Background: an optimization exercise with open tools, aiming at a short achievable clock period and few clock cycles. Do not read the settings as production practice. Only simulation tests tie the RTL to the original design; equivalence was not proved. No activity file was given, so power comes from the tool's default toggle rates.

## design.v

```verilog
package cache_pkg;
  typedef enum logic [2:0] {
    StIdle,
    StLookup,
    StFill,
    StWriteThru,
    StFlush
  } cache_state_e;
  localparam int unsigned StatsWidth = 16;
  function automatic integer tag_bits(input integer address_bits,
                                      input integer index_bits,
                                      input integer offset_bits);
    tag_bits = address_bits - index_bits - offset_bits;
  endfunction
  function automatic integer line_words(input integer offset_bits);
    line_words = 32'd1 << offset_bits;
  endfunction
endpackage
module cache_tag_store #(
  parameter int unsigned TAG_BITS   = 8,
  parameter int unsigned INDEX_BITS = 6,
  parameter int unsigned LO_BITS    = 4
) (
  input  logic                                    clk_i,
  input  logic [(1<<LO_BITS)-1:0]                 rd_lo_i,
  input  logic [TAG_BITS-1:0]                     rd_tag_i,
  output logic [(1<<(INDEX_BITS-LO_BITS))-1:0]    rd_grp_hit_o,
  input  logic                                    wr_en_i,
  input  logic [INDEX_BITS-1:0]                   wr_index_i,
  input  logic [TAG_BITS-1:0]                     wr_tag_i,
  input  logic                                    clr_i
);
  localparam int unsigned Lines  = 1 << INDEX_BITS;
  localparam int unsigned PerGrp = 1 << LO_BITS;
  localparam int unsigned Groups = Lines / PerGrp;
  logic [TAG_BITS-1:0] tag_mem [Lines];
  logic [Lines-1:0]    valid_mem;
  logic [Lines-1:0]    line_hit;
  always_ff @(posedge clk_i) begin
    for (int i = 0; i < Lines; i++) begin
      if (clr_i) begin
        valid_mem[i] <= 1'b0;
      end else if (wr_en_i && (wr_index_i == INDEX_BITS'(i))) begin
        valid_mem[i] <= 1'b1;
      end
      if (wr_en_i && (wr_index_i == INDEX_BITS'(i))) begin
        tag_mem[i] <= wr_tag_i;
      end
    end
  end
  always_comb begin
    for (int i = 0; i < Lines; i++) begin
      line_hit[i] = valid_mem[i] && (tag_mem[i] == rd_tag_i);
    end
    for (int g = 0; g < Groups; g++) begin
      rd_grp_hit_o[g] = |(line_hit[g*PerGrp +: PerGrp] & rd_lo_i);
    end
  end
endmodule
module cache_ctrl #(
  parameter int unsigned BITS         = 16,
  parameter int unsigned ADDRESS_BITS = 16,
  parameter int unsigned INDEX_BITS   = 6,
  parameter int unsigned OFFSET_BITS  = 2
) (
  input  logic                    CLK,
  input  logic                    RST,
  input  logic [ADDRESS_BITS-1:0] cpu_addr,
  input  logic [BITS-1:0]         cpu_din,
  output logic [BITS-1:0]         cpu_dout,
  input  logic                    cpu_rd,
  input  logic                    cpu_wr,
  output logic                    cpu_ready,
  input  logic                    flush,
  output logic                    busy,
  output logic [ADDRESS_BITS-1:0] mem_addr,
  input  logic [BITS-1:0]         mem_din,
  output logic [BITS-1:0]         mem_dout,
  output logic                    mem_rd,
  output logic                    mem_wr,
  input  logic                    mem_ack,
  output logic [cache_pkg::StatsWidth-1:0] hit_count,
  output logic [cache_pkg::StatsWidth-1:0] miss_count
);
  localparam int unsigned TagBits   = cache_pkg::tag_bits(ADDRESS_BITS, INDEX_BITS, OFFSET_BITS);
  localparam int unsigned LineWords = cache_pkg::line_words(OFFSET_BITS);
  localparam int unsigned Lines     = 1 << INDEX_BITS;
  localparam int unsigned DataAw    = INDEX_BITS + OFFSET_BITS;
  localparam int unsigned DataWords = 1 << DataAw;
  localparam int unsigned LineBits  = BITS * LineWords;
  localparam int unsigned LineAw    = ADDRESS_BITS - OFFSET_BITS;    
  localparam int unsigned LoBits    = INDEX_BITS - 2;
  localparam int unsigned PerGrp    = 1 << LoBits;
  localparam int unsigned Groups    = Lines / PerGrp;
  localparam int unsigned LbEntries = 8;
  localparam int unsigned LbAw      = 3;
  logic rst_q;
  always_ff @(posedge CLK or posedge RST) begin
    if (RST) rst_q <= 1'b1;
    else     rst_q <= 1'b0;
  end
  logic                    inflight_q;    
  logic                    s2_q;          
  logic [ADDRESS_BITS-1:0] addr_q;        
  logic                    is_wr_q;
  logic [Groups-1:0]       hi_q;          
  logic [Groups-1:0]       grp_hit_q;     
  logic [LineBits-1:0]     cand_q [Groups];
  logic                    pend_a_q;      
  logic                    infill_a_q;    
  logic                    byp_v_q;       
  logic [BITS-1:0]         byp_q;
  logic                    mem_rd_q, mem_wr_q;
  logic [ADDRESS_BITS-1:0] mem_addr_q;
  logic [BITS-1:0]         mem_dout_q;
  logic                    want_q;        
  logic                    rd_act_q, wr_act_q, ans_q;
  logic [ADDRESS_BITS-1:0] faddr_q;       
  logic                    rd_wait_q, wr_wait_q;
  logic                    early_q;       
  localparam int unsigned Slots  = 3;
  localparam int unsigned SlotAw = 2;
  logic [SlotAw-1:0]       early_slot_q;  
  logic [SlotAw-1:0]       acc_slot_q;    
  logic [Slots-1:0]        fv_q;                   
  logic [Slots-1:0]        fdead_q;                
  logic [LineAw-1:0]       fline_q  [Slots];
  logic [LineWords-1:0]    farr_q   [Slots];       
  logic [OFFSET_BITS-1:0]  fnext_q  [Slots];       
  logic [OFFSET_BITS-1:0]  fleft_q  [Slots];       
  logic [SlotAw-1:0]       newest_q;               
  logic                    ready_q;
  logic [BITS-1:0]         dout_q;
  logic                    busy_q;
  logic                    wr_hit_q, alloc_q;
  logic                    stat_hit_q, stat_miss_q;
  logic [LbEntries-1:0]    lb_valid_q;
  logic [LineAw-1:0]       lb_line_q [LbEntries];
  logic [LineWords-1:0]    lb_wv_q   [LbEntries];
  logic [BITS-1:0]         lb_data_q [LbEntries][LineWords];
  logic [LbAw-1:0]         lb_vp_q;       
  logic [LbAw-1:0]         lb_fe_q   [Slots];    
  logic [Slots-1:0]        lb_fcap_q;
  logic                    lb_ld_q;       
  logic [LineAw-1:0]       lb_ld_line_q;
  logic [LineBits-1:0]     lb_ld_data_q;
  logic [BITS-1:0]    data_mem [DataWords];
  logic [PerGrp-1:0]  lo_sel;
  logic [Groups-1:0]  grp_hit;
  logic [LineBits-1:0] cand [Groups];
  always_comb begin
    for (int k = 0; k < PerGrp; k++) begin
      lo_sel[k] = (cpu_addr[OFFSET_BITS +: LoBits] == LoBits'(k));
    end
  end
  always_comb begin
    for (int g = 0; g < Groups; g++) begin
      cand[g] = '0;
      for (int k = 0; k < PerGrp; k++) begin
        for (int w = 0; w < LineWords; w++) begin
          cand[g][w*BITS +: BITS] = cand[g][w*BITS +: BITS] |
              (data_mem[(g*PerGrp + k)*LineWords + w] & {BITS{lo_sel[k]}});
        end
      end
    end
  end
  cache_tag_store #(
    .TAG_BITS   (TagBits),
    .INDEX_BITS (INDEX_BITS),
    .LO_BITS    (LoBits)
  ) u_tag_store (
    .clk_i        (CLK),
    .rd_lo_i      (lo_sel),
    .rd_tag_i     (cpu_addr[ADDRESS_BITS-1 -: TagBits]),
    .rd_grp_hit_o (grp_hit),
    .wr_en_i      (alloc_q),
    .wr_index_i   (addr_q[OFFSET_BITS +: INDEX_BITS]),
    .wr_tag_i     (addr_q[ADDRESS_BITS-1 -: TagBits]),
    .clr_i        (flush || rst_q)
  );
  logic                hit_b;
  logic [LineBits-1:0] line_b;
  logic [BITS-1:0]     word_b;
  always_comb begin
    hit_b  = |(grp_hit_q & hi_q);
    line_b = '0;
    for (int g = 0; g < Groups; g++) begin
      line_b = line_b | (cand_q[g] & {LineBits{hi_q[g]}});
    end
    word_b = line_b[addr_q[OFFSET_BITS-1:0]*BITS +: BITS];
  end
  logic [LbEntries-1:0] lb_hit;
  logic                 lb_any;
  logic [BITS-1:0]      lb_word;
  always_comb begin
    lb_word = '0;
    for (int e = 0; e < LbEntries; e++) begin
      lb_hit[e] = lb_valid_q[e] && (lb_line_q[e] == cpu_addr[ADDRESS_BITS-1:OFFSET_BITS]) &&
                  lb_wv_q[e][cpu_addr[OFFSET_BITS-1:0]];
      lb_word   = lb_word | (lb_data_q[e][cpu_addr[OFFSET_BITS-1:0]] & {BITS{lb_hit[e]}});
    end
    lb_any = |lb_hit && !flush;
  end
  logic req, lookup, fast, rd_b, miss_b, slow_hit, lb_load, pend_a, infill_a;
  logic match, bus_free, ack_rd, ack_wr, any_free, bg_any;
  logic issue_wr, issue_crit_b, issue_bg, fill_early, slot_alloc;
  logic [SlotAw-1:0] free_slot, bg_slot, alloc_slot;
  logic [ADDRESS_BITS-1:0] bg_addr;
  logic [Slots-1:0]        bg_avail, fv_d;
  assign req        = cpu_rd || cpu_wr;
  assign lookup     = req && !inflight_q;
  assign fast       = lookup && cpu_rd && lb_any;
  assign rd_b       = s2_q && !is_wr_q;
  assign miss_b     = rd_b && !hit_b;
  assign slow_hit   = rd_b && hit_b && !pend_a_q;
  assign lb_load    = slow_hit && !infill_a_q;
  assign ack_rd     = mem_ack && rd_act_q;
  assign ack_wr     = mem_ack && wr_act_q;
  always_comb begin
    infill_a = 1'b0;
    pend_a   = 1'b0;
    for (int f = 0; f < Slots; f++) begin
      if (fv_q[f] && !fdead_q[f] &&
          (fline_q[f][INDEX_BITS-1:0] == cpu_addr[OFFSET_BITS +: INDEX_BITS])) begin
        infill_a = 1'b1;
        if (!farr_q[f][cpu_addr[OFFSET_BITS-1:0]]) pend_a = 1'b1;
      end
    end
  end
  assign match      = ack_rd && (faddr_q == cpu_addr);
  assign bus_free   = (!rd_act_q && !wr_act_q) || mem_ack;
  always_comb begin
    for (int f = 0; f < Slots; f++) bg_avail[f] = fv_q[f] && (fleft_q[f] != '0);
    bg_any    = |bg_avail;
    bg_slot   = newest_q;
    if (!bg_avail[newest_q]) begin
      for (int f = Slots - 1; f >= 0; f--) begin
        if (bg_avail[f]) bg_slot = SlotAw'(f);
      end
    end
    bg_addr   = {fline_q[bg_slot], fnext_q[bg_slot]};
    any_free  = !(&fv_q);
    free_slot = '0;
    for (int f = Slots - 1; f >= 0; f--) begin
      if (!fv_q[f]) free_slot = SlotAw'(f);
    end
  end
  assign issue_wr     = bus_free && ((lookup && cpu_wr) || wr_wait_q);
  assign fill_early   = lookup && cpu_rd && bus_free && !bg_any && any_free &&
                        (flush || !(|grp_hit));
  assign issue_crit_b = bus_free && ((miss_b && !early_q) || rd_wait_q) && any_free;
  assign issue_bg     = bus_free && bg_any && !issue_wr && !issue_crit_b;
  assign slot_alloc   = issue_crit_b || early_q;
  assign alloc_slot   = early_q ? early_slot_q : free_slot;
  always_comb begin
    fv_d = fv_q;
    if (ack_rd && ((farr_q[acc_slot_q] | (LineWords'(1) << faddr_q[OFFSET_BITS-1:0])) == '1)) begin
      fv_d[acc_slot_q] = 1'b0;
    end
    if (slot_alloc) fv_d[alloc_slot] = 1'b1;
  end
  always_ff @(posedge CLK) begin
    for (int i = 0; i < DataWords; i++) begin
      if (mem_ack && ((rd_act_q && !fdead_q[acc_slot_q]) || (wr_act_q && wr_hit_q)) &&
          (faddr_q[DataAw-1:0] == DataAw'(i))) begin
        data_mem[i] <= rd_act_q ? mem_din : cpu_din;
      end
    end
  end
  logic ready_d, rd_next, wr_next;
  assign ready_d = fast || (rd_b && hit_b && (!pend_a_q || byp_v_q || match)) ||
                   (want_q && match) || ack_wr;
  assign rd_next = fill_early || issue_crit_b || issue_bg || (rd_act_q && !mem_ack);
  assign wr_next = issue_wr || (wr_act_q && !mem_ack);
  always_ff @(posedge CLK or posedge RST) begin
    if (RST) begin
      ready_q  <= 1'b0;
      mem_rd_q <= 1'b0;
      mem_wr_q <= 1'b0;
    end else if (rst_q) begin
      ready_q  <= 1'b0;
      mem_rd_q <= 1'b0;
      mem_wr_q <= 1'b0;
    end else begin
      ready_q  <= ready_d;
      mem_rd_q <= rd_next;
      mem_wr_q <= wr_next;
    end
  end
  always_ff @(posedge CLK) begin
    if (rst_q) begin
      inflight_q  <= 1'b0;
      s2_q        <= 1'b0;
      rd_wait_q   <= 1'b0;
      wr_wait_q   <= 1'b0;
      want_q      <= 1'b0;
      rd_act_q    <= 1'b0;
      early_q     <= 1'b0;
      wr_act_q    <= 1'b0;
      ans_q       <= 1'b0;
      busy_q      <= 1'b1;
      wr_hit_q    <= 1'b0;
      alloc_q     <= 1'b0;
      stat_hit_q  <= 1'b0;
      stat_miss_q <= 1'b0;
      fv_q        <= '0;
    end else begin
      inflight_q  <= lookup || (inflight_q && !ans_q);
      s2_q        <= lookup && !fast;
      rd_wait_q   <= ((miss_b && !early_q) || rd_wait_q) && !issue_crit_b;
      wr_wait_q   <= ((lookup && cpu_wr) || wr_wait_q) && !issue_wr;
      want_q      <= slot_alloc || (rd_b && hit_b && pend_a_q && !byp_v_q && !match) ||
                     (want_q && !match);
      rd_act_q    <= rd_next;
      early_q     <= fill_early;
      wr_act_q    <= wr_next;
      ans_q       <= ready_d;
      busy_q      <= lookup || (inflight_q && !ans_q) || rd_next || wr_next || (|fv_d);
      if (s2_q && is_wr_q) wr_hit_q <= hit_b;
      else if (ack_wr) wr_hit_q <= 1'b0;
      alloc_q     <= miss_b;
      stat_hit_q  <= fast || (s2_q && hit_b);
      stat_miss_q <= s2_q && !hit_b;
      fv_q        <= fv_d;
    end
  end
  always_ff @(posedge CLK) begin
    if (!inflight_q) begin
      addr_q     <= cpu_addr;
      is_wr_q    <= cpu_wr;
      pend_a_q   <= pend_a;
      infill_a_q <= infill_a;
      byp_v_q    <= match;
      byp_q      <= mem_din;
      for (int g = 0; g < Groups; g++) begin
        hi_q[g]      <= (cpu_addr[OFFSET_BITS + LoBits +: INDEX_BITS - LoBits] == (INDEX_BITS - LoBits)'(g));
        grp_hit_q[g] <= grp_hit[g] && !flush;
        cand_q[g]    <= cand[g];
      end
    end
    if (bus_free) begin
      mem_addr_q <= issue_bg ? bg_addr : cpu_addr;
    end else begin
      mem_addr_q <= faddr_q;
    end
    mem_dout_q <= cpu_din;
    if (issue_bg) begin
      faddr_q <= bg_addr;
    end else if (bus_free && (lookup || s2_q || rd_wait_q || wr_wait_q)) begin
      faddr_q <= cpu_addr;
    end
    if (fill_early) early_slot_q <= free_slot;
    if (issue_bg) begin
      acc_slot_q <= bg_slot;
    end else if (fill_early || issue_crit_b) begin
      acc_slot_q <= free_slot;
    end
    if (ack_rd) farr_q[acc_slot_q][faddr_q[OFFSET_BITS-1:0]] <= 1'b1;
    if (issue_bg) begin
      fnext_q[bg_slot] <= fnext_q[bg_slot] + 1'b1;
      fleft_q[bg_slot] <= fleft_q[bg_slot] - 1'b1;
    end
    if (slot_alloc) begin
      for (int f = 0; f < Slots; f++) begin
        if (fline_q[f][INDEX_BITS-1:0] == cpu_addr[OFFSET_BITS +: INDEX_BITS]) fdead_q[f] <= 1'b1;
      end
      fdead_q[alloc_slot] <= 1'b0;
      fline_q[alloc_slot] <= cpu_addr[ADDRESS_BITS-1:OFFSET_BITS];
      farr_q[alloc_slot]  <= '0;
      fnext_q[alloc_slot] <= cpu_addr[OFFSET_BITS-1:0] + 1'b1;
      fleft_q[alloc_slot] <= OFFSET_BITS'(LineWords - 1);
      newest_q            <= alloc_slot;
    end
    if (fast) begin
      dout_q <= lb_word;
    end else if (match) begin
      dout_q <= mem_din;
    end else if (byp_v_q) begin
      dout_q <= byp_q;
    end else begin
      dout_q <= word_b;
    end
  end
  always_ff @(posedge CLK) begin
    if (rst_q) lb_ld_q <= 1'b0;
    else       lb_ld_q <= lb_load;
    lb_ld_line_q <= addr_q[ADDRESS_BITS-1:OFFSET_BITS];
    lb_ld_data_q <= line_b;
  end
  always_ff @(posedge CLK) begin
    if (rst_q || flush) begin
      lb_valid_q <= '0;
      lb_fcap_q  <= '0;
      lb_vp_q    <= '0;
    end else begin
      if (ack_rd && lb_fcap_q[acc_slot_q]) begin
        lb_data_q[lb_fe_q[acc_slot_q]][faddr_q[OFFSET_BITS-1:0]] <= mem_din;
        lb_wv_q[lb_fe_q[acc_slot_q]][faddr_q[OFFSET_BITS-1:0]]   <= 1'b1;
      end
      for (int f = 0; f < Slots; f++) begin
        if (!fv_d[f]) lb_fcap_q[f] <= 1'b0;
        if (slot_alloc && (fline_q[f][INDEX_BITS-1:0] == cpu_addr[OFFSET_BITS +: INDEX_BITS])) begin
          lb_fcap_q[f] <= 1'b0;
        end
      end
      for (int e = 0; e < LbEntries; e++) begin
        if (mem_ack && wr_act_q && wr_hit_q && lb_valid_q[e] &&
            (lb_line_q[e] == faddr_q[ADDRESS_BITS-1:OFFSET_BITS])) begin
          lb_data_q[e][faddr_q[OFFSET_BITS-1:0]] <= cpu_din;
        end
      end
      if (miss_b) begin
        for (int e = 0; e < LbEntries; e++) begin
          if (lb_line_q[e][INDEX_BITS-1:0] == addr_q[OFFSET_BITS +: INDEX_BITS]) begin
            lb_valid_q[e] <= 1'b0;
          end
        end
      end
      if (slot_alloc || lb_ld_q) begin
        for (int f = 0; f < Slots; f++) begin
          if (lb_fe_q[f] == lb_vp_q) lb_fcap_q[f] <= 1'b0;
        end
        lb_valid_q[lb_vp_q] <= 1'b1;
        lb_vp_q             <= lb_vp_q + 1'b1;
      end
      if (slot_alloc) begin
        lb_line_q[lb_vp_q]    <= cpu_addr[ADDRESS_BITS-1:OFFSET_BITS];
        lb_wv_q[lb_vp_q]      <= '0;
        lb_fe_q[alloc_slot]   <= lb_vp_q;
        lb_fcap_q[alloc_slot] <= 1'b1;
      end else if (lb_ld_q) begin
        lb_line_q[lb_vp_q]  <= lb_ld_line_q;
        lb_wv_q[lb_vp_q]    <= '1;
        for (int w = 0; w < LineWords; w++) begin
          lb_data_q[lb_vp_q][w] <= lb_ld_data_q[w*BITS +: BITS];
        end
      end
    end
  end
  assign cpu_ready = ready_q;
  assign cpu_dout  = dout_q;
  assign busy      = busy_q;
  assign mem_addr  = mem_addr_q;
  assign mem_dout  = mem_dout_q;
  assign mem_rd    = mem_rd_q;
  assign mem_wr    = mem_wr_q;
  logic [cache_pkg::StatsWidth-1:0] hit_cnt_q, miss_cnt_q;
  always_ff @(posedge CLK) begin
    if (rst_q || flush) begin
      hit_cnt_q  <= '0;
      miss_cnt_q <= '0;
    end else begin
      if (stat_hit_q && (hit_cnt_q != {cache_pkg::StatsWidth{1'b1}})) begin
        hit_cnt_q <= hit_cnt_q + 1'b1;
      end
      if (stat_miss_q && (miss_cnt_q != {cache_pkg::StatsWidth{1'b1}})) begin
        miss_cnt_q <= miss_cnt_q + 1'b1;
      end
    end
  end
  assign hit_count  = hit_cnt_q;
  assign miss_count = miss_cnt_q;
endmodule
```

## run.sh

```bash
#!/bin/bash
# synth_recipe.tcl (not shown) runs the flow's synth.tcl, then flattens the netlist and writes it again
# the make line also repeats each setting of config.mk as NAME=value (left out here)
make -C /OpenROAD-flow-scripts/flow DESIGN_CONFIG=/design/flow/config.mk WORK_HOME=/design/flow/orfs CLKGATE_MAP_FILE= SYNTH_SCRIPT=/design/flow/synth_recipe.tcl finish
```

## config.mk

```make
export PLATFORM = sky130hd
export DESIGN_NAME = cache_ctrl
export DESIGN_NICKNAME = cache_ctrl
export VERILOG_FILES = /design/flow/design.v
export SDC_FILE = /design/flow/constraint.sdc
export NUM_CORES = 4
export LEC_CHECK = 0
export CAP_MARGIN = 20
export CORE_MARGIN = 2
export CORE_UTILIZATION = 45
export PLACE_DENSITY = 0.6
export SETUP_SLACK_MARGIN = 4.3
export SLEW_MARGIN = 20
export SYNTH_MEMORY_MAX_BITS = 8192
export TNS_END_PERCENT = 100
```

## constraint.sdc

```tcl
create_clock -name core_clock -period 7.0 [get_ports {CLK}]
set_input_delay 1.4000 -clock core_clock [delete_from_list [all_inputs] [get_ports {CLK}]]
set_output_delay 1.4000 -clock core_clock [all_outputs]
set_load 0.01 [all_outputs]
```

==> results of run 1 <==
flip-flops by register name, summed over array words and instances, names as in the netlist, 32 cells and up, named ones only:
name / count
lb_wv_q: 32
lb_ld_data_q: 64
lb_line_q: 112
lb_data_q: 512
cand_q: 256
u_tag_store.tag_mem: 512
data_mem: 4096
fline_q: 54
u_tag_store.valid_mem: 64
worst register-to-register path: stages, from the launching register on:
cell and delay (ns):
edfxtp_1 0.45, buf_6 0.16, buf_6 0.12, a22oi_2 0.27
a31oi_1 0.13, o21ai_1 0.22, buf_4 0.15, or2_4 0.18
nor2_4 0.07, buf_6 0.17, buf_6 0.13, nand2_8 0.08
buf_12 0.15, nand3_4 0.28, clkbuf_16 0.37
layout make-up:
class                   instances  area share [%]
flip-flops and latches       5942           61.03
multi-input cells            6912           21.30
repair buffers               1602           7.914
clock buffers                 783           5.667
well taps                    6757           2.936
clock inverters               314          0.9902
inverters                      63          0.1017
diodes                         57         0.04953
repair inverters                2        0.005214
through the flow:
step           hold WS (ns)  setup slack (ns)
2_1_floorplan        0.3462            0.7506
3_3_place_gp         0.3558             1.166
3_5_place_dp         0.3589             1.094
4_1_cts              0.3722             3.890
5_1_grt              0.3824             3.719
6_report             0.3771             3.816
layer usage:
layer | vias to the layer above | GRT usage, %
met1 | 78251 | 42.36
met2 | 12683 | 46.98
met4 | 14 | 14.56
li1 | 58810 | -
met5 | - | 0
met3 | 2846 | 7.877
where the power goes:
part           total, µW  internal (µW)  leakage, µW  switching, µW
combinational       6410           1920       0.0340           4480
clock              31900          17900      0.00937          14000
sequential         40900          40000       0.0536            967
final timing paths:
path                           start          endpoint  cells past startpoint
hold reg to reg            addr_q[9]   lb_ld_line_q[7]                      0
max in group asynchronous        RST             rst_q                      2
setup / recovery             hi_q[0]  lb_data_q[8][14]                     14
min in group asynchronous        RST           ready_q                      2
hold / removal             addr_q[9]   lb_ld_line_q[7]                      0
setup reg to reg             hi_q[0]  lb_data_q[8][14]                     14
logic make-up after synthesis:
| logic type | Yosys count | share of synthesized area, % |
|---|---|---|
| other cells | 1 | 0.001617 |
| xor+xnor | 857 | 3.237 |
| fa+ha+maj | 10 | 0.05396 |
| buf+inv | 1146 | 2.197 |
| flops | 5942 | 75.73 |
| compound gates | 2962 | 10.03 |
| mux | 770 | 4.201 |
| simple gates | 2238 | 4.543 |
synthesized netlist by cell type (7+ instances only):
cell,n
inv_1,62
nor4_1,139
a221oi_1,1025
a221o_1,14
buf_6,41
mux4_2,157
nand2b_1,11
nor4_2,8
nand3b_1,7
nand3_1,95
clkbuf_2,51
or3_1,8
a211oi_1,18
o211ai_1,8
xnor2_1,324
nand2_2,13
mux2_2,48
or2_2,7
a2111oi_0,13
buf_4,30
o21ai_0,80
o22ai_1,15
nor2b_1,31
nor3_1,33
clkbuf_1,687
and2_1,11
mux2i_1,563
buf_1,100
a22oi_1,140
xor2_1,533
a21oi_1,573
nand2_1,312
buf_2,166
edfxtp_1,5658
dfxtp_1,280
a22o_1,1043
nand4_1,408
and3_1,7
nor2_1,1103
ha_1,10
timing repair:
| action | in CTS | in global routing |
|---|---|---|
| pin swaps | 249 | 130 |
| setup buffers | 444 | 200 |
| resized for setup | 1892 | 1512 |
| cloned | 162 | 135 |
| setup endpoints to repair | 8623 | 6019 |
==> results.json, run 1 <==
{
  "gp_congestion": 0.9037,
  "final_common_cell": "edfxtp_1",
  "wl_met1_mm": 315.2,
  "synth_fp_nets": 13990,
  "stdcell_area_mm2": 0.2880,
  "htreeDepth": 6,
  "period_minus_slack_ns": 3.184,
  "hold_buffers": 0,
  "drt_iter0_markers": 25496,
  "r2r_setup_slack_ns": 3.82,
  "utilization_pct": 56.13,
  "synth_ff_type": "edfxtp_1",
  "route.detailed.drc": 0,
  "timing.setup.tns_ns": 0,
  "critical_path.top_delay_family": "buffers and inverters",
  "antenna_found_initial": 63,
  "p_per_area_mw_per_mm2": 275.2,
  "crit_top_cell": "buf_6",
  "vdd_drop_max_uv": 296.3,
  "ys_seq_area_share_pct": 75.73,
  "rsz0062_at_grt": "true",
  "synth-async-reset-ratio_pct": 0.06732,
  "yosysWarningCount": 7,
  "yosysTopAreaCellShare_pct": 73.27,
  "fin_skew_ns": 0.06515,
  "crit_path_top_delay_cell": "edfxtp_1",
  "multi_input_area_mm2": 0.06135,
  "hold_path.class": "reg -> reg",
  "layout-drive-gt1-share_pct": 27.79,
  "routed_via_density": 6.803,
  "synth_area_leaders": "edfxtp_1, a22o_1, a221oi_1, mux2i_1, dfxtp_1",
  "cts_root_buf": "clkbuf_16",
  "ant_nets": 0,
  "start_util_pct": 45.20,
  "grt_use_total_pct": 31.09,
  "crit_type": "reg -> reg",
  "overflow": 0,
  "firstDrtPassIters": 8,
  "synth_cell_type_count": 83,
  "clockBufferDepth": 4,
  "core_mm2": 0.5130,
  "worstSetupEndpointType": "register",
  "io_buffers": 137,
  "dpl_cell_area_mm2": 0.2436,
  "synth_edf_count": 5658,
  "path_cells": "buf_6 > buf_6 > a22oi_2 > a31oi_1 > o21ai_1 > buf_4 > or2_4 > nor2_4 > buf_6 > buf_6 > nand2_8 > buf_12 > nand3_4 > clkbuf_16",
  "fin_cells": 22432,
  "p_leak_uw": 0.09700,
  "area.growth.synth_to_final_pct": 24.19,
  "dieArea_mm2": 0.5211,
  "tightestPinTransition_ns": 1.505,
  "cts_buffers": 604,
  "ys_ff_latch": 5942,
  "synth_area_mm2": 0.2319,
  "cp_data_arrival_time_ns": 4.01,
  "num_rows": 263,
  "timing.fmax_mhz": 314.1,
  "met2_length_mm": 383.7,
  "required_ns": 7.82,
  "p_total_uw": 79250,
  "cpPeakStageDelay_ns": 0.45,
  "insertion_delay_ns": 1.11,
  "fin_crit_sh_pct": 45.49,
  "grt_pass1_vias": 138435,
  "boundaryPins": 138,
  "cp_max_fo": 8,
  "setup_viol_count_final": 0,
  "clkSlewWorstSetupHoldPaths_ns": 0.06,
  "cp.buffers_inverters": 7,
  "dp_hpwl_mm": 412.3,
  "layout_common_cells": "edfxtp_1, a22o_1, a221oi_1",
  "drv_cap": 2,
  "grt_max_degree": 154,
  "placedCellCount": 20337,
  "vias": 152604,
  "status": "finished with violations",
  "dr_wl_met3_mm": 125.7,
  "hold_viol_final": 0,
  "die_x_um": 721.8,
  "nFillCells": 38494,
  "syn_area_per_cell_um2": 16.65,
  "regArea_mm2": 0.1758,
  "numClockSinks": 5942,
  "wirelength_mm": 882.0,
  "synth_area_leader_cell": "edfxtp_1",
  "final_nets": 15191,
  "tritoncts": "yes",
  "synthCells": 13926,
  "highest_layer": "met5",
  "slew_viol_final": 18,
  "die_h_um": 721.8,
  "grt_pass1_wl_mm": 1137,
  "cp-start-kind": "register",
  "slew_headroom_pct": -0.4422,
  "so.violations": "capacitance limit, slew limit",
  "post_drt_wl_per_cell_um": 39.32
}
Testbench counts, summed over its fixed seeds: cycles 104,583.
==> run 2, diff against run 1 <==
--- a/design.v
+++ b/design.v
@@ -425,8 +425,3 @@
       end
-      if (slot_alloc) begin
-        lb_line_q[lb_vp_q]    <= cpu_addr[ADDRESS_BITS-1:OFFSET_BITS];
-        lb_wv_q[lb_vp_q]      <= '0;
-        lb_fe_q[alloc_slot]   <= lb_vp_q;
-        lb_fcap_q[alloc_slot] <= 1'b1;
-      end else if (lb_ld_q) begin
+      if (lb_ld_q) begin
         lb_line_q[lb_vp_q]  <= lb_ld_line_q;
@@ -437,2 +432,8 @@
       end
+      if (slot_alloc) begin
+        lb_line_q[lb_vp_q]    <= cpu_addr[ADDRESS_BITS-1:OFFSET_BITS];
+        lb_wv_q[lb_vp_q]      <= '0;
+        lb_fe_q[alloc_slot]   <= lb_vp_q;
+        lb_fcap_q[alloc_slot] <= 1'b1;
+      end
     end
==> results.json, run 2 <==
{
  "status": "no timing/DRC/antenna violations",
  "final_common_cell": "edfxtp_1",
  "final_nets": 14822,
  "placedCellCount": 20273,
  "fin_skew_ns": 0.07293,
  "overflow": 0,
  "dieArea_mm2": 0.5206,
  "die_x_um": 721.6,
  "route.detailed.drc": 0,
  "synth_area_mm2": 0.2317,
  "p_per_area_mw_per_mm2": 284.7,
  "critPathLaunch": "hi_q[1]",
  "num_rows": 263,
  "critical_path.top_delay_family": "compound AO/OA/AOI/OAI gates",
  "use_met3_pct": 7.991,
  "yosysWarningCount": 7,
  "tritoncts": "yes",
  "grt_pass1_vias": 135140,
  "power_frac_comb_pct": 8.3,
  "ant_nets": 0,
  "ys_ff_latch": 5942,
  "hold_buffers": 0,
  "synth_area_leader_cell": "edfxtp_1",
  "grt_pass1_wl_mm": 1119,
  "synthCells": 13868,
  "vdd_drop_max_uv": 252.9,
  "core_mm2": 0.5130,
  "antenna_found_initial": 52,
  "wirelength_mm": 855.8,
  "clockPowerShare_pct": 40.0,
  "timing.fmax_mhz": 326.6,
  "cts_root_buf": "clkbuf_16",
  "largest_reg_flops": 4096,
  "fin_crit_sh_pct": 43.74,
  "p_leak_uw": 0.09318,
  "grt_max_degree": 145,
  "worst_r2r_path_depth": 8,
  "layout_common_cells": "edfxtp_1, a22o_1, a221oi_1",
  "utilization_pct": 54.08,
  "worstSetupEndpoint": "dout_q[0]",
  "synth_ff_type": "edfxtp_1",
  "stdcell_area_mm2": 0.2775,
  "required_ns": 7.96,
  "fin_cells": 22031,
  "worstSetupEndpointType": "register",
  "power.internal_uw": 59430,
  "drt_iter0_markers": 26011,
  "die_h_um": 721.6,
  "hold_ws_ns": 0.4279,
  "insertion_delay_ns": 1.12,
  "seq_power_share_pct": 51.6,
  "post_drt_wl_per_cell_um": 38.85,
  "period_minus_slack_ns": 3.062,
  "clkSlewWorstSetupHoldPaths_ns": 0.06,
  "yosysMostFrequentCell": "edfxtp_1",
  "r2r-end": "dout_q[0]",
  "grt_use_total_pct": 30.66,
  "switching_share_pct": 24.78,
  "grt_util_met1_pct": 42.38,
  "cp-start-kind": "register",
  "clockBufferDepth": 4,
  "path_depth": 8,
  "htreeDepth": 6,
  "synth_area_leaders": "edfxtp_1, a22o_1, a221oi_1, dfxtp_1, mux2i_1",
  "rsz0062_at_grt": "true",
  "cp_max_fo": 64,
  "min-delay-start": "infill_a_q",
  "cp.buffers_inverters": 1,
  "area.growth.synth_to_final_pct": 19.74,
  "ys_seq_area_share_pct": 75.79,
  "start_util_pct": 45.17,
  "largest_register": "data_mem",
  "yosysTopAreaCellShare_pct": 73.33,
  "tightestPinTransition_ns": 1.432,
  "synth_common_cells": "edfxtp_1, a22o_1, a221oi_1",
  "dpl_cell_area_mm2": 0.2435,
  "drv_cap": 0,
  "busiest_layer": "met2",
  "r2r_setup_slack_ns": 3.94,
  "met2_usage_pct": 46.32,
  "setup_viol_count_final": 0,
  "cp_data_arrival_time_ns": 4.02,
  "dp_hpwl_mm": 418.5,
  "reg2reg_from": "hi_q[1]",
  "power_switching_uw": 19570,
  "synth_edf_count": 5658,
  "reg.largest.list": "data_mem: 4096 flops, lb_data_q: 512 flops, u_tag_store.tag_mem: 512 flops",
  "synth-async-reset-ratio_pct": 0.06732,
  "firstDrtPassIters": 8,
  "hold_viol_final": 0,
  "cpPeakStageDelay_ns": 0.64,
  "cts_buffers": 603,
  "vias": 147059,
  "crit_type": "reg -> reg",
  "numClockSinks": 5942,
  "synth_fp_nets": 13932,
  "hold_path.class": "reg -> reg",
  "syn_area_per_cell_um2": 16.71,
  "gp_congestion": 0.9243,
  "slew_viol_final": 0,
  "layout-drive-gt1-share_pct": 21.15,
  "routed_via_density": 6.675,
  "crit_path_top_delay_cell": "a22oi_2",
  "boundaryPins": 138,
  "path_cells": "buf_12 > a22oi_2 > nand2_4 > mux4_2 > mux2i_4 > nor2_2 > a211oi_2 > a41oi_2",
  "timing.setup.tns_ns": 0,
  "io_buffers": 137,
  "synth_cell_type_count": 77,
  "slew_headroom_pct": 4.414
}
[run 2: how the worst min path moves through the flow]
stage,slack (ns),end,cells past startpoint
after floorplan,0.35,lb_ld_line_q[0],0
after global placement,0.41,lb_ld_q,1
after detailed placement,0.41,lb_ld_q,1
after CTS,0.42,lb_ld_q,1
after global routing,0.43,lb_ld_q,1
final,0.43,lb_ld_q,1
[run 2: power by group through the flow]
stage | Sequential, µW | Clock [µW] | Combinational (µW)
6_report | 40800 | 31600 | 6600
5_1_grt | 40700 | 33000 | 6670
4_1_cts | 40700 | 31600 | 6010
3_5_place_dp | 41500 | 0 | 5150
3_3_place_gp | 41500 | 0 | 5090
2_1_floorplan | 41000 | 0 | 2690
[run 2: worst reg2reg max path, cell delays in order, from the launching register on]
cell and delay (ns):
edfxtp_1 0.43, buf_12 0.20, a22oi_2 0.83, nand2_4 0.21, mux4_2 0.57, mux2i_4 0.34
nor2_2 0.06, a211oi_2 0.24, a41oi_2 0.06
[run 2: logic make-up (layout without fill, tap and decap cells)]
family | after synthesis | count (layout) | share of synthesized area (%)
xor gates and xnor gates | 854 | 854 | 3.228
DFF | 5942 | 5942 | 75.79
adders and majority gates | 10 | 10 | 0.05400
other | 1 | 32 | 0.001618
muxes | 779 | 803 | 4.254
AOI/OAI and AO/OA | 2972 | 2978 | 10.07
and+or+nand+nor | 2199 | 2224 | 4.495
buffers and inverters | 1111 | 2431 | 2.105
[run 2: area by class of cell]
type,instances,area [µm²]
antenna,31,77.57
clock buffer,776,16230
timing repair buffer,1306,17150
sequential,5942,175800
tap,6757,8454
inverter,35,197.7
fill,39758,235600
multi-input combinational,6870,56830
clock inverter,314,2734
[run 2: per-stage QoR]
step | setup WS (ns) | power, µW
after floorplan | 0.8387 | 43690
after global placement | 1.211 | 46590
after detailed placement | 1.205 | 46660
after CTS | 3.913 | 78380
after global routing | 3.965 | 80410
final | 3.938 | 79000
[run 2: repair_timing]
action	CTS	global route
hold endpoints to repair	0	0
endpoints found under the setup margin	8265	6248
resized for setup	1464	422
buffers inserted	358	106
pin swaps	259	133
cloned	100	72
[run 2: routing by layer]
layer  share of wire, %  up-vias
li1                   -    57951
met1                 37    75851
met2                 44    11405
met3                 14     1836
met4                4.9       16
met5              0.015        -
Testbench counts of run 2, summed over its fixed seeds: cycles 104,583.
==> run 3, diff against run 2 <==
--- a/design.v
+++ b/design.v
@@ -141,2 +141,7 @@
   logic [LbAw-1:0]         lb_vp_q;       
+  logic [LbEntries-1:0]    lb_ref_q;      
+  logic [LbAw-1:0]         lb_vic;        
+  logic [LbEntries-1:0]    lb_skip;       
+  logic [LbAw-1:0]         lb_vic_q;      
+  logic [LbEntries-1:0]    lb_skip_q;
   logic [LbAw-1:0]         lb_fe_q   [Slots];    
@@ -389,2 +394,23 @@
   end
+  logic lb_found;
+  always_comb begin
+    lb_found = 1'b0;
+    lb_vic  = lb_vp_q;
+    lb_skip = '0;
+    for (int k = 0; k < LbEntries; k++) begin
+      if (!lb_found) begin
+        if (!lb_valid_q[LbAw'(lb_vp_q + LbAw'(k))] || !lb_ref_q[LbAw'(lb_vp_q + LbAw'(k))]) begin
+          lb_found = 1'b1;
+          lb_vic   = LbAw'(lb_vp_q + LbAw'(k));
+        end else begin
+          lb_skip[LbAw'(lb_vp_q + LbAw'(k))] = 1'b1;
+        end
+      end
+    end
+    if (!lb_found) lb_skip = '1;
+  end
+  always_ff @(posedge CLK) begin
+    lb_vic_q  <= lb_vic;
+    lb_skip_q <= lb_skip;
+  end
   always_ff @(posedge CLK) begin
@@ -394,3 +420,5 @@
       lb_vp_q    <= '0;
+      lb_ref_q   <= '0;
     end else begin
+      if (fast) lb_ref_q <= lb_ref_q | lb_hit;
       if (ack_rd && lb_fcap_q[acc_slot_q]) begin
@@ -420,12 +448,14 @@
         for (int f = 0; f < Slots; f++) begin
-          if (lb_fe_q[f] == lb_vp_q) lb_fcap_q[f] <= 1'b0;
+          if (lb_fe_q[f] == lb_vic_q) lb_fcap_q[f] <= 1'b0;
         end
-        lb_valid_q[lb_vp_q] <= 1'b1;
-        lb_vp_q             <= lb_vp_q + 1'b1;
+        lb_valid_q[lb_vic_q] <= 1'b1;
+        lb_vp_q            <= lb_vic_q + 1'b1;
+        lb_ref_q           <= lb_ref_q & ~lb_skip_q;
+        lb_ref_q[lb_vic_q]   <= 1'b0;
       end
       if (lb_ld_q) begin
-        lb_line_q[lb_vp_q]  <= lb_ld_line_q;
-        lb_wv_q[lb_vp_q]    <= '1;
+        lb_line_q[lb_vic_q]   <= lb_ld_line_q;
+        lb_wv_q[lb_vic_q]     <= '1;
         for (int w = 0; w < LineWords; w++) begin
-          lb_data_q[lb_vp_q][w] <= lb_ld_data_q[w*BITS +: BITS];
+          lb_data_q[lb_vic_q][w] <= lb_ld_data_q[w*BITS +: BITS];
         end
@@ -433,5 +463,5 @@
       if (slot_alloc) begin
-        lb_line_q[lb_vp_q]    <= cpu_addr[ADDRESS_BITS-1:OFFSET_BITS];
-        lb_wv_q[lb_vp_q]      <= '0;
-        lb_fe_q[alloc_slot]   <= lb_vp_q;
+        lb_line_q[lb_vic_q]     <= cpu_addr[ADDRESS_BITS-1:OFFSET_BITS];
+        lb_wv_q[lb_vic_q]       <= '0;
+        lb_fe_q[alloc_slot]   <= lb_vic_q;
         lb_fcap_q[alloc_slot] <= 1'b1;
--- a/config.mk
+++ b/config.mk
@@ -7,3 +7,3 @@
 export LEC_CHECK = 0
-export CAP_MARGIN = 20
+export CAP_MARGIN = 40
 export CORE_MARGIN = 2
@@ -12,3 +12,3 @@
 export SETUP_SLACK_MARGIN = 4.3
-export SLEW_MARGIN = 20
+export SLEW_MARGIN = 40
 export SYNTH_MEMORY_MAX_BITS = 8192
==> results.json, run 3 <==
{
  "yosysMostFrequentCell": "edfxtp_1",
  "drt_iter0_markers": 23654,
  "cp-start-kind": "register",
  "layout-drive-gt1-share_pct": 23.34,
  "tritoncts": "yes",
  "p_total_uw": 79550,
  "yosysWarningCount": 7,
  "gp_congestion": 0.8693,
  "slew_viol_final": 0,
  "area.growth.synth_to_final_pct": 22.32,
  "setup_viol_count_final": 0,
  "crit_top_cell": "buf_12",
  "core_mm2": 0.5176,
  "die_h_um": 725.5,
  "vias": 150352,
  "overflow": 0,
  "synth_area_leader_cell": "edfxtp_1",
  "vdd_drop_max_uv": 302.2,
  "multi_input_area_mm2": 0.06016,
  "cpPeakStageDelay_ns": 0.61,
  "ys_seq_area_share_pct": 75.12,
  "dpl_cell_area_mm2": 0.2464,
  "largest_register": "data_mem",
  "fin_crit_sh_pct": 44.93,
  "fin_cells": 22760,
  "timing.setup.tns_ns": 0,
  "synth-async-reset-ratio_pct": 0.06711,
  "drv_cap": 0,
  "r2r-end": "dout_q[10]",
  "slew_headroom_pct": 35.40,
  "insertion_delay_ns": 1.14,
  "synth_area_leaders": "edfxtp_1, a221oi_1, a22o_1, dfxtp_1, mux2i_1",
  "worstSetupEndpointType": "register",
  "dieArea_mm2": 0.5263,
  "crit_type": "reg -> reg",
  "start_util_pct": 45.26,
  "ys_ff_latch": 5960,
  "yosysTopAreaCellShare_pct": 72.52,
  "p_leak_uw": 0.09683,
  "routed_via_density": 6.606,
  "htreeDepth": 6,
  "fin_skew_ns": 0.08278,
  "syn_area_per_cell_um2": 16.48,
  "numClockSinks": 5960,
  "regArea_mm2": 0.1761,
  "timing.fmax_mhz": 317.9,
  "hold_end": "lb_ld_line_q[11]",
  "stdcell_area_mm2": 0.2865,
  "synth_fp_nets": 14288,
  "clockBufferDepth": 4,
  "p_per_area_mw_per_mm2": 277.7,
  "whs_path_depth": 0,
  "r2r_setup_slack_ns": 3.85,
  "placedCellCount": 20718,
  "num_rows": 264,
  "path_cells": "buf_12 > buf_12 > buf_16 > a22oi_2 > nand2_1 > mux4_2 > mux2i_4 > nor2_2 > a211oi_2 > a21oi_1",
  "rsz0062_at_grt": "true",
  "grt_pass1_vias": 138850,
  "die_x_um": 725.5,
  "reg.largest.list": "data_mem: 4096 flops, lb_data_q: 512 flops, u_tag_store.tag_mem: 512 flops",
  "synthCells": 14212,
  "hold_path.class": "reg -> reg",
  "boundaryPins": 138,
  "io_buffers": 137,
  "min-delay-start": "addr_q[13]",
  "wirelength_mm": 862.5,
  "synth_area_mm2": 0.2342,
  "tightestPinTransition_ns": 0.9676,
  "final_nets": 15407,
  "post_drt_wl_per_cell_um": 37.90,
  "required_ns": 7.95,
  "cp_data_arrival_time_ns": 4.09,
  "grt_pass1_wl_mm": 1117,
  "synth_edf_count": 5657,
  "route.detailed.drc": 0,
  "nFillCells": 39495,
  "dp_hpwl_mm": 422.8,
  "reg2reg_from": "hi_q[2]",
  "cts_root_buf": "clkbuf_16",
  "cp_max_fo": 6,
  "largest_reg_flops": 4096,
  "synth_common_cells": "edfxtp_1, a221oi_1, a22o_1",
  "hold_viol_final": 0,
  "cts_buffers": 611,
  "ant_nets": 0,
  "period_minus_slack_ns": 3.145,
  "worst_r2r_path_depth": 10,
  "layout_common_cells": "edfxtp_1, a22o_1, a221oi_1",
  "grt_use_total_pct": 29.92,
  "antenna_found_initial": 50,
  "synth_ff_type": "edfxtp_1",
  "synth_cell_type_count": 92,
  "clkSlewWorstSetupHoldPaths_ns": 0.06,
  "crit_path_top_delay_cell": "a22oi_2",
  "status": "no timing/DRC/antenna violations",
  "final_common_cell": "edfxtp_1",
  "grt_max_degree": 160,
  "firstDrtPassIters": 8
}
==> run 3: metal layers <==
| layer | vias to the layer above | GRT usage [%] | part of all wire (%) |
|---|---|---|---|
| met5 | - | 0 | 0.016 |
| met4 | 18 | 11.86 | 5.5 |
| met3 | 2207 | 7.737 | 14 |
| met2 | 11701 | 46.21 | 45 |
| met1 | 76861 | 40.68 | 36 |
| li1 | 59565 | - | - |
==> run 3: stage by stage <==
step	utilization [%]	hold WS (ns)	setup slack, ns
detailed placement	47.61	0.3779	1.140
global placement	47.42	0.3530	0.9687
floorplan	-	0.3462	0.6870
CTS	53.84	0.3896	3.882
finish	55.36	0.3886	3.855
global route	55.34	0.4088	3.883
==> run 3: worst max-delay path by stage <==
stage,from,slack (ns),end,depth (start not counted)
6_report,hi_q[2],3.85,dout_q[10],10
5_1_grt,hi_q[3],3.88,dout_q[14],9
4_1_cts,ready_q,3.88,cpu_ready,1
3_5_place_dp,mem_ack,1.14,data_mem[230][6],9
3_3_place_gp,mem_ack,0.97,data_mem[246][11],9
2_1_floorplan,inflight_q,0.69,mem_addr_q[0],8
==> run 3: worst max-delay path, delay by kind of cell (launching register included) <==
family / cells / cell delay (ns)
muxes: 2 / 0.92
buffers and inverters: 3 / 0.52
AOI/OAI and AO/OA: 3 / 0.83
DFF: 1 / 0.41
and+or+nand+nor: 2 / 0.28
==> run 3: power by group <==
group	leakage, µW	internal (µW)	total (µW)	switching, µW
combinational	0.0338	2190	6950	4760
sequential	0.0537	40100	40900	746
clock	0.00930	17800	31700	14000
total	0.0968	60100	79600	19500
==> run 3: timing repair <==
action / 4_1_cts / 5_1_grt
gates resized for setup: 1560 / 830
pin swaps: 279 / 213
hold buffers: 0 / 0
buffers inserted: 477 / 202
cloned: 114 / 116
endpoints found under the setup margin: 7940 / 6066
==> run 3: area by class of cell <==
| type | instances | area share, % |
|---|---|---|
| antenna | 27 | 0.02358 |
| tap | 6916 | 3.020 |
| clock buffer | 801 | 5.803 |
| timing repair buffer | 1541 | 7.699 |
| multi-input combinational | 7128 | 21.00 |
| timing repair inverter | 4 | 0.008297 |
| sequential | 5960 | 61.47 |
| clock inverter | 298 | 0.8314 |
| inverter | 85 | 0.1493 |
==> run 3: cell families after synthesis <==
kind of cell	after synthesis	share of synthesized area [%]
xor+xnor	853	3.193
flops	5960	75.12
simple gates	2333	4.758
fa+ha+maj	22	0.1175
other cells	1	0.001601
mux	795	4.325
compound gates	3068	10.22
buf+inv	1180	2.267
Testbench counts of run 3, summed over its fixed seeds: cycles 104,121.

-- re-timing with driven ports --
The results above use ideal ports. As a check the final layouts listed here were re-extracted and re-timed, cells and wires unchanged. Step 1: set_driving_cell puts a clkbuf_16 on CLK and a buf_2 on each other input, an assumption about the parent block. Step 2 also shifts input and output timing later by t, the mid clock arrival at the registers, as if the neighbouring blocks saw the same clock. Three values: no drivers, after step 1, after step 2; two values: the first two.
run	shift t [ns]	setup slack, ns	worst setup path after step 2
run 1	1.195	3.816 / 3.721 / 2.526	input to register
run 2	1.208	3.938 / 3.761 / 2.554	input to register
run 3	1.230	3.855 / 3.820 / 2.589	input to register
The setup slack of run 2, which loses most, moves by -0.177 ns with the drivers and by -1.384 ns with both steps.
